Background: an optimization exercise with open tools, aiming at small area, a short achievable clock period and few clock cycles. Do not read the settings as production practice.
In this exercise RTL edits were held to simulation tests only and were not proved equivalent to the original.
Power figures rest on the tool's default switching activity, not on a simulated workload.

## v10
Design mdu_iter, start of the top module:
module mdu_iter #(
  parameter int XLEN = 64
) (
  input  logic            clk,
  input  logic            resetn,
  input  logic            in_valid,
  output logic            in_ready,
  input  logic [2:0]      op,
  input  logic            is_word,
  input  logic [XLEN-1:0] a,
  input  logic [XLEN-1:0] b,
  input  logic            flush,
  output logic            out_valid,
  input  logic            out_ready,
  output logic [XLEN-1:0] result
);
Settings: LEC_CHECK=0, CAP_MARGIN=30, CORE_MARGIN=2, CORE_UTILIZATION=50, SETUP_SLACK_MARGIN=4, SLEW_MARGIN=30, TNS_END_PERCENT=5; clock period 10.0 ns.
run.sh (not shown) runs the stock make flow with config.mk's settings and CLKGATE_MAP_FILE= SYNTH_SCRIPT=/design/flow/synth_recipe.tcl, a recipe that flattens the netlist after the stock synthesis.
Testbench counts of v10, summed over its fixed seeds: cycles 55,286.
--- input diff v10..v33 ---
Settings: swapping 50 for 40 in CORE_UTILIZATION.
==> comparison <==
- The tightest slew margin relative to the limit of v33 was inferior to that of v10.
- The setup slack of v33 is larger than that of v10.
- Total non-filler cell area in the finished layout on v33 is behind v10.
- Maximum vdd ir drop on v33 is ahead of v10.
- In the tables for v10 and v33, hold slack reads lower with v10.
- Lower number of detailed-route iterations in the first pass was reported by v33, not v10.
- v33 ends up with a total setup buffers inserted after CTS that is 8 higher than in v10.
- Higher post-route fraction of the period consumed by the critical path was reported by v10, not v33.
- Per the comparison of v33 with v10, cell count now sits higher, buffer count excluding the clock tree in the final layout down 4, synthesized area about even.
Modified inputs, v29 compared to v33
Settings: TNS_END_PERCENT: 5 -> unset; SETUP_SLACK_MARGIN: 4 -> 5.
==> comparison <==
v29 | status: complete | timing, DRC, antenna: pass. Run comparison: v29 launching element of the worst setup path b_one; v33 launching element of the worst setup path e_mode[1]. [compare] base=v33 new=v29: global-route usage over all layers increased 4.4 points, fraction of area in multi-input gates -0.70 points. v29 vs. v33: wire length of the first global-routing pass shows an increase of about 11%, post-route cell area shows an increase of about 18%, met1 demand-to-capacity share in global routing shows an increase of 5.5 points, maximum vdd ir drop shows an increase of 30 uV, total power shows an increase of 8.2%. Relative to v33, buffering stage count on the worst path with inverters included has gone up in v29. Comparing v33 and v29, the higher sequential share of layout area was measured on v33. Lower power density normalized to cell area was reported by v29, not v33. Area after synthesis delta (v33 -> v29): insignificant.
## Diff of input files: v32 against v29
Settings: an added TNS_END_PERCENT of 5; a change of SETUP_SLACK_MARGIN from 5 to 4.5.
--- outcome ---
A highest-delay cell along the critical path of o211ai_1 is what v29 shows, while o21ai_0 belongs to v32. The multi-input gate share of total cell area of v32 exceeds that of v29 by 0.52 points. v32 completed; timing, DRC and antenna clean. A worst setup path endpoint of result[5] is what v29 shows, while xr[57] belongs to v32. Delta (v32 minus v29): half-perimeter wire length of the detailed placement result fell by 6.5%, critical path depth fell by 6, register share of total power rose by 1.7 points. Against v29, detailed-route wire length in v32 fell by a little under 10%. | layout-stage area growth over the synthesis result | v32 vs v29 | 14 points lower |.
Modified inputs, v3 compared to v32
Settings: CAP_MARGIN now 20, was 30; SETUP_SLACK_MARGIN now 4, was 4.5; SLEW_MARGIN now 20, was 30.
==> run notes <==
Between v3 and v32, the clock share of power is higher for v3.
Diff v32 -> v3: worst setup slack shows a reduction of 0.46 ns; via count of the first global-routing pass moved down.

========
job 6785:
Another version of the RTL of mdu_iter (not shown whole).
Size in the first run: ~5000 cells after synthesis, ~44000 um^2 of cells after synthesis.
Settings: LEC_CHECK=0, CAP_MARGIN=20, CORE_MARGIN=2, CORE_UTILIZATION=40, SLEW_MARGIN=20; clock period 10.0 ns.
Job 6785 -> stages 100% | layout checks FAIL | capacitance limit, slew limit
Testbench counts of job 6785, summed over its fixed seeds: cycles 94,693.
diff inputs: job 6785 => job 203
# job 6785
export LEC_CHECK = 0
export CAP_MARGIN = 20
export CORE_MARGIN = 2
export CORE_UTILIZATION = 40
export SLEW_MARGIN = 20
create_clock -name core_clock -period 10.0 [get_ports {clk}]
# job 203
export LEC_CHECK = 0
export CAP_MARGIN = 20
export CORE_MARGIN = 2
export CORE_UTILIZATION = 40
export SETUP_SLACK_MARGIN = 5
export SLEW_MARGIN = 20
create_clock -name core_clock -period 10.0 [get_ports {clk}]
## What came out
- Job 203 | stages: all done | timing, DRC, antenna: all pass
- Compared with job 6785, job 203 shows post-route clock period utilization lower by 25 points.
- In the metrics for job 6785 and job 203, the one carrying the higher total routed wirelength is job 203.
- Job 6785 → job 203: clock-cell share of area ~0 delta; count of non-filler cells in the finished layout now larger; relative contribution of combinational cells to total power increased 0.5 points; cell area reported after detailed placement flat; number of synthesized flops with an enable pin was more or less identical.
- The fmax in job 203 sits about 50% above the value recorded for job 6785.
- Job 203 ended up with a higher routing usage on met1 than job 6785 did.
- The depth of the worst register-to-register path reported for job 203 is greater than that of job 6785 by 4.
- Relative to job 6785, number of cells upsized or downsized after cts increased by 204 in job 203.
The following lists how job 7772 was set up differently from job 203:
# job 203
export LEC_CHECK = 0
export CAP_MARGIN = 20
export CORE_MARGIN = 2
export CORE_UTILIZATION = 40
export SETUP_SLACK_MARGIN = 5
export SLEW_MARGIN = 20
create_clock -name core_clock -period 10.0 [get_ports {clk}]
# job 7772
export LEC_CHECK = 0
export CAP_MARGIN = 30
export CORE_MARGIN = 2
export CORE_UTILIZATION = 40
export SETUP_SLACK_MARGIN = 5
export SLEW_MARGIN = 30
export TNS_END_PERCENT = 5
create_clock -name core_clock -period 10.0 [get_ports {clk}]
## What came out
Looking only at sequential share of layout area, and setting everything else aside, the lower value of job 7772 and job 203 goes to job 203. Number of vias after detailed routing of job 7772 is on par with job 203. Reported for job 7772 and job 203, count of flip-flops and latches turned out identical to the last digit. Job 7772 against job 203: peak ir drop on the vdd network saw an increase, final area saw a decrease, critical path depth saw little to no change, wire length the detailed router placed on met1 saw a decrease, final worst setup slack saw a decrease. | cell total after placement | job 7772 vs job 203 | ≈ equal |.

[port drivers added, routing unchanged]
The results above use ideal ports. As a check the final layouts listed here were re-extracted and re-timed, cells and wires unchanged.
Step 1, drivers: a clkbuf_16 drives clk and a buf_2 each remaining input, both assumed.
Step 2, shift: input delay + t, output delay - t, t = (earliest + latest rising clock arrival at the registers) / 2. This alone moves slack from input paths to output paths.
Slacks: ideal / step 1 / step 2; pairs: ideal / step 1.
run	shift t [ns]	setup WS [ns]	hold WS [ns]	worst setup path at the end	latest minus earliest clock arrival (ns)
v10	0.756	3.714 / 3.714 / 3.390	0.440 / 0.440 / 0.440	input to register	0.037 / 0.036
v33	0.765	3.896 / 3.896 / 3.493	0.458 / 0.458 / 0.458	input to register	0.032 / 0.032
v29	0.792	4.115 / 4.115 / 4.115	0.456 / 0.456 / 0.456	register to register	0.052 / 0.052
v32	0.768	4.220 / 4.220 / 3.629	0.456 / 0.456 / 0.456	input to register	0.030 / 0.030
v3	0.753	3.761 / 3.761 / 3.361	0.432 / 0.432 / 0.432	input to register	0.070 / 0.070
job 6785	0.764	2.446 / 2.446 / 2.446	0.429 / 0.429 / 0.429	register to register	0.073 / 0.073
job 203	0.714	4.978 / 4.978 / 4.441	0.426 / 0.426 / 0.426	input to register	0.029 / 0.029
job 7772	0.767	4.744 / 4.744 / 4.294	0.435 / 0.435 / 0.435	input to register	0.023 / 0.024
The setup slack of v32, which loses most, moves by 0.000 ns with the drivers and by -0.591 ns with both steps.
